What follows belongs to an exercise in optimizing a design on an open flow for a short achievable clock period and few clock cycles; a production flow would make more cautious choices. Where RTL was checked, it was by simulation tests only, not by an equivalence proof against the original. No driver is modelled on the clock port, so clock power and skew are understated where the tree is cut down; a real chip needs a root buffer or a tree. Power figures rest on the tool's default switching activity, not on a simulated workload.

## axi_mem
module axi_mem (
  input  wire        aclk,
  input  wire        arstn,
  input  wire [3:0]  arid,
  input  wire [31:0] araddr,
  input  wire [3:0]  arlen,
  input  wire [2:0]  arsize,
  input  wire        arvalid,
  output wire        arready,
  input  wire [3:0]  awid,
  input  wire [31:0] awaddr,
  input  wire [3:0]  awlen,
  input  wire [2:0]  awsize,
  input  wire        awvalid,
  output wire        awready,
  input  wire [31:0] wdata,
  input  wire [3:0]  wstrb,
  input  wire        wlast,
  input  wire        wvalid,
  output wire        wready,
  output wire [3:0]  rid,
  output wire [31:0] rdata,
  output wire [1:0]  rresp,
  output wire        rlast,
  output wire        rvalid,
  input  wire        rready,
  output wire [3:0]  bid,
  output wire [1:0]  bresp,
  output wire        bvalid,
  input  wire        bready
);
  reg [1023:0] mem;
  reg [31:0]   sb_sel;    
  reg [3:0]    sb_ben;    
  reg [31:0]   sb_data;
  integer      i;
  always @(posedge aclk) begin
  ...
export LEC_CHECK = 0
export CAP_MARGIN = 20
export CORE_MARGIN = 2
export CORE_UTILIZATION = 50
export PLACE_DENSITY = 0.75
export SETUP_SLACK_MARGIN = 4.0
export SLEW_MARGIN = 20
export TNS_END_PERCENT = 100
create_clock -name core_clock -period 6.0 [get_ports {aclk}]
standard.sh (not shown) runs the stock make flow with config.mk's settings and CLKGATE_MAP_FILE= SYNTH_SCRIPT=/design/flow/synth_recipe.tcl, a recipe that flattens the netlist after the stock synthesis.
==> flow/flow/run.sh <==
#!/bin/bash
# Standard ORFS flow (the standard.sh) with three changes:
# - the ports get sky130_fd_sc_hd__buf_8 buffers (sized later as usual)
#   instead of the delay cells buffer_ports picks by default;
# - before CTS, flow/move_hook.tcl moves each output's flip-flop next to the
#   port's output buffer;
# - the clock tree is built by flow/cts_hook.tcl (sourced before CTS; it
#   replaces clock_tree_synthesis): 4 root buffers on the clock port, each
#   driving the leaf buffers of one quadrant.
# The make output goes to standard_flow.log; each tool's own logs stay under
# orfs/logs.
set -euo pipefail
export FLOW_CTS_LEAVES=56
export FLOW_CTS_LEAF_CELL=sky130_fd_sc_hd__clkbuf_16
export FLOW_CTS_ROOT_CELL=sky130_fd_sc_hd__buf_16
export FLOW_MOVE_OUTPUTS=1
cat flow/move_hook.tcl flow/cts_hook.tcl > pre_cts.tcl
bash standard.sh finish PRE_CTS_TCL=$PWD/pre_cts.tcl \
  BUFFER_PORTS_ARGS="-buffer_cell sky130_fd_sc_hd__buf_8" > standard_flow.log 2>&1
==> flow/flow/cts_hook.tcl <==
# Clock tree built by hand: the clock port drives 4 root buffers (one per
# quadrant of the sinks), each root drives the leaf buffers of its quadrant,
# and each leaf drives a compact, equal-sized group of flip-flop clock pins.
# Every sink sits behind exactly two buffers of the same type, so the tree is
# balanced; it replaces TritonCTS, which adds a third level.
proc my_bisect {pts nleaf} {
  # pts: list of {x y iterm}; split along the longer side into groups whose
  # sizes follow the number of leaves on each side
  if {$nleaf <= 1} { return [list $pts] }
  set xs [lmap p $pts {lindex $p 0}]
  set ys [lmap p $pts {lindex $p 1}]
  set w [expr {[tcl::mathfunc::max {*}$xs] - [tcl::mathfunc::min {*}$xs]}]
  set h [expr {[tcl::mathfunc::max {*}$ys] - [tcl::mathfunc::min {*}$ys]}]
  set k [expr {$w >= $h ? 0 : 1}]
  set s [lsort -integer -index $k $pts]
  set n [llength $s]
  set n1 [expr {$nleaf / 2}]
  set n2 [expr {$nleaf - $n1}]
  set m [expr {($n * $n1) / $nleaf}]
  return [concat [my_bisect [lrange $s 0 [expr {$m - 1}]] $n1] \
                 [my_bisect [lrange $s $m end] $n2]]
}

proc my_centroid {pts} {
  set sx 0; set sy 0
  foreach p $pts { set sx [expr {$sx + [lindex $p 0]}]; set sy [expr {$sy + [lindex $p 1]}] }
  set n [llength $pts]
  return [list [expr {$sx / $n}] [expr {$sy / $n}]]
}

proc clock_tree_synthesis {args} {
  if {[info exists ::env(FLOW_MOVE_OUTPUTS)] && $::env(FLOW_MOVE_OUTPUTS)} {
    my_move_output_flops
  }
  set nroot 4
  set nleaf $::env(FLOW_CTS_LEAVES)
  set leafcell $::env(FLOW_CTS_LEAF_CELL)
  set rootcell $::env(FLOW_CTS_ROOT_CELL)
  set db [ord::get_db]
  set block [ord::get_db_block]
  set clk [$block findNet aclk]
  set lm [$db findMaster $leafcell]
  set rm [$db findMaster $rootcell]
  set pts {}
  foreach it [$clk getITerms] {
    set bb [[$it getInst] getBBox]
    lappend pts [list [expr {([$bb xMin] + [$bb xMax]) / 2}] [expr {([$bb yMin] + [$bb yMax]) / 2}] $it]
  }
  puts "my_cts: [llength $pts] sinks, $nroot roots, $nleaf leaves"
  set per_root [expr {$nleaf / $nroot}]
  set quads [my_bisect $pts $nroot]
  set li 0
  set ri 0
  foreach q $quads {
    set rnet [odb::dbNet_create $block "clknet_root_$ri"]
    $rnet setSigType CLOCK
    set leaves [my_bisect $q $per_root]
    set lpts {}
    foreach g $leaves {
      set c [my_centroid $g]
      set inst [odb::dbInst_create $block $lm "clkbuf_leaf_$li"]
      $inst setLocation [lindex $c 0] [lindex $c 1]
      $inst setPlacementStatus PLACED
      set lnet [odb::dbNet_create $block "clknet_leaf_$li"]
      $lnet setSigType CLOCK
      foreach p $g {
        set it [lindex $p 2]
        $it disconnect
        $it connect $lnet
      }
      [$inst findITerm X] connect $lnet
      [$inst findITerm A] connect $rnet
      lappend lpts [list [lindex $c 0] [lindex $c 1]]
      puts "my_cts: leaf $li root $ri sinks [llength $g] at $c"
      incr li
    }
    set c [my_centroid $lpts]
    set rinst [odb::dbInst_create $block $rm "clkbuf_root_$ri"]
    $rinst setLocation [lindex $c 0] [lindex $c 1]
    $rinst setPlacementStatus PLACED
    [$rinst findITerm X] connect $rnet
    [$rinst findITerm A] connect $clk
    puts "my_cts: root $ri at $c"
    incr ri
  }
  global_connect
  set_propagated_clock [all_clocks]
}
Other scripts of this flow, unchanged in this note and not shown: flow/flow/move_hook.tcl
Testbench counts at the start, summed over its fixed seeds: cycles 84,364.
Rerun with:
--- a/flow/flow/run.sh
+++ b/flow/flow/run.sh
@@ -11,5 +11,5 @@
 # orfs/logs.
 set -euo pipefail
-export FLOW_CTS_LEAVES=56
+export FLOW_CTS_LEAVES=52
 export FLOW_CTS_LEAF_CELL=sky130_fd_sc_hd__clkbuf_16
 export FLOW_CTS_ROOT_CELL=sky130_fd_sc_hd__buf_16
Settings changed: CORE_UTILIZATION 50 to 55.
What happened: The changed run completed with no timing, DRC or antenna violations; clock power falls by a few percent; routed wire length is about the same; sequential share of layout area rises by 0.47 points; power falls slightly; via count falls slightly; die area falls by a little under a tenth; register-to-register slack stays flat; setup slack improved by 0.0038 ns; combinational power falls by a few percent; utilization rises by 5.1 points; critical path depth stays the same.
Rerun with:
--- a/flow/flow/run.sh
+++ b/flow/flow/run.sh
@@ -11,7 +11,7 @@
 # orfs/logs.
 set -euo pipefail
-export FLOW_CTS_LEAVES=52
+export FLOW_CTS_LEAVES=56
 export FLOW_CTS_LEAF_CELL=sky130_fd_sc_hd__clkbuf_16
-export FLOW_CTS_ROOT_CELL=sky130_fd_sc_hd__buf_16
+export FLOW_CTS_ROOT_CELL=sky130_fd_sc_hd__clkbuf_16
 export FLOW_MOVE_OUTPUTS=1
 cat flow/move_hook.tcl flow/cts_hook.tcl > pre_cts.tcl
Result: Worst setup slack is worse by 0.010 ns. Global-route usage is about the same. Synthesized cell count does not change. Sequential share of layout area is about the same. Fmax is lower by 0.48%. Area after synthesis is unchanged. Total power is higher by 0.46%.
Rerun with:
--- a/flow/flow/run.sh
+++ b/flow/flow/run.sh
@@ -1,5 +1,5 @@
 #!/bin/bash
 # Standard ORFS flow (the standard.sh) with three changes:
-# - the ports get sky130_fd_sc_hd__buf_8 buffers (sized later as usual)
+# - the ports get sky130_fd_sc_hd__buf_6 buffers (sized later as usual)
 #   instead of the delay cells buffer_ports picks by default;
 # - before CTS, flow/move_hook.tcl moves each output's flip-flop next to the
@@ -13,7 +13,7 @@
 export FLOW_CTS_LEAVES=56
 export FLOW_CTS_LEAF_CELL=sky130_fd_sc_hd__clkbuf_16
-export FLOW_CTS_ROOT_CELL=sky130_fd_sc_hd__clkbuf_16
+export FLOW_CTS_ROOT_CELL=sky130_fd_sc_hd__buf_16
 export FLOW_MOVE_OUTPUTS=1
 cat flow/move_hook.tcl flow/cts_hook.tcl > pre_cts.tcl
 bash standard.sh finish PRE_CTS_TCL=$PWD/pre_cts.tcl \
-  BUFFER_PORTS_ARGS="-buffer_cell sky130_fd_sc_hd__buf_8" > standard_flow.log 2>&1
+  BUFFER_PORTS_ARGS="-buffer_cell sky130_fd_sc_hd__buf_6" > standard_flow.log 2>&1
--- a/flow/flow/cts_hook.tcl
+++ b/flow/flow/cts_hook.tcl
@@ -2,6 +2,6 @@
 # quadrant of the sinks), each root drives the leaf buffers of its quadrant,
 # and each leaf drives a compact, equal-sized group of flip-flop clock pins.
-# Every sink sits behind exactly two buffers of the same type, so the tree is
-# balanced; it replaces TritonCTS, which adds a third level.
+# Every sink sits behind exactly one root and one leaf buffer, so the tree
+# is balanced; it replaces TritonCTS, which adds a third level.
 proc my_bisect {pts nleaf} {
   # pts: list of {x y iterm}; split along the longer side into groups whose
What happened: Area after synthesis stays the same. Combinational power rose by about 2%. Wire length barely changes.
In every run of this note, the design's own scripts or RTL, not TritonCTS, make the clock network.

---

== main ==
Another version of the RTL of axi_mem (not shown whole).
For scale: about 3200 cells after synthesis, roughly 1400 flip-flops, ~52000 um^2 of cells after synthesis.
clock: 6.0 ns
lec_check: 0
cap_margin: 20
core_margin: 2
core_utilization: 55
setup_slack_margin: 4.0
slew_margin: 20
tns_end_percent: 100
==> flow/flow/run.sh <==
#!/bin/bash
# Standard ORFS flow (the standard.sh) with three changes:
# - the ports get sky130_fd_sc_hd__buf_8 buffers (sized later as usual)
#   instead of the delay cells buffer_ports picks by default;
# - before CTS, flow/move_hook.tcl moves each output's flip-flop next to the
#   port's output buffer;
# - the clock tree is built by flow/cts_hook.tcl (sourced before CTS; it
#   replaces clock_tree_synthesis): 4 root buffers on the clock port, each
#   driving the leaf buffers of one quadrant.
# The make output goes to standard_flow.log; each tool's own logs stay under
# orfs/logs.
set -euo pipefail
export FLOW_CTS_LEAVES=48
export FLOW_CTS_LEAF_CELL=sky130_fd_sc_hd__clkbuf_16
export FLOW_CTS_ROOT_CELL=sky130_fd_sc_hd__clkbuf_16
export FLOW_MOVE_OUTPUTS=1
cat flow/move_hook.tcl flow/cts_hook.tcl > pre_cts.tcl
bash standard.sh finish PRE_CTS_TCL=$PWD/pre_cts.tcl \
  BUFFER_PORTS_ARGS="-buffer_cell sky130_fd_sc_hd__buf_8" > standard_flow.log 2>&1
Other scripts of this flow, unchanged in this note and not shown: flow/flow/cts_hook.tcl, flow/flow/move_hook.tcl
What the feature branch does differently from main at the input level:
--- a/flow/config.mk
+++ b/flow/config.mk
@@ -10 +10 @@
-export CORE_UTILIZATION = 55
+export CORE_UTILIZATION = 65
## What came out
- The feature branch finished end to end and its layout was clean on timing, DRC and antenna.
- When the feature branch is measured against main, its peak ir drop on the vdd network turns out about 45% higher.
- Summary — power per standard cell area, the feature branch relative to main: lower, by 8.7 nW/um^2.
- Relative to main, the feature branch degrades clock period minus final worst setup slack.
- Summary of the feature branch over main: endpoint arrival time on the critical path has increased; final cell area excluding filler cells has decreased; placed wire-length estimate has decreased; switching portion of total power has decreased; setup slack after layout has decreased.
- The feature branch drops fewer vias than main.
Function was not checked in any run of this note: the RTL went through the layout flow alone. No run of this note takes its clock network from TritonCTS; it comes from the design's own scripts or RTL.

-- separate check: timing with driven ports --
No port has a modelled driver above. Below, the same layouts with a new extraction and two added sets of constraints. Step 1 (the two cells are an assumption about what drives the block):
set clk [get_ports {aclk}]
set_driving_cell -lib_cell sky130_fd_sc_hd__clkbuf_16 $clk
set_driving_cell -lib_cell sky130_fd_sc_hd__buf_2 [delete_from_list [all_inputs] $clk]
Step 2 adds t to the input delays and takes it off the output delays; t is the mean of the earliest and latest rising clock arrival at the registers after step 1. Input paths then give back, and output paths get back, about the clock's delay inside the block. Three values: ideal, step 1, step 2; two values: the first two.
run | shift t [ns] | setup slack, ns | latest minus earliest clock arrival (ns) | worst register clock-pin slew, ns | cell pins on the clock port's net
the first run of note 1 | 0.625 | 3.806 / 3.629 / 3.443 | 0.026 / 0.025 | 0.11 / 0.11 | 4
the second run of note 1 | 0.615 | 3.809 / 3.634 / 3.480 | 0.034 / 0.033 | 0.11 / 0.11 | 4
the third run of note 1 | 0.625 | 3.799 / 3.646 / 3.471 | 0.023 / 0.023 | 0.10 / 0.10 | 4
the fourth run of note 1 | 0.620 | 3.809 / 3.637 / 3.429 | 0.018 / 0.018 | 0.10 / 0.10 | 4
main | 0.625 | 3.619 / 3.565 / 3.108 | 0.038 / 0.038 | 0.12 / 0.12 | 4
the feature branch | 0.611 | 3.613 / 3.616 / 3.106 | 0.022 / 0.022 | 0.12 / 0.12 | 4
After both steps setup and hold are still met in every run listed. For main, which loses most, drivers alone change the setup slack by -0.054 ns; drivers and shift together by -0.511 ns.
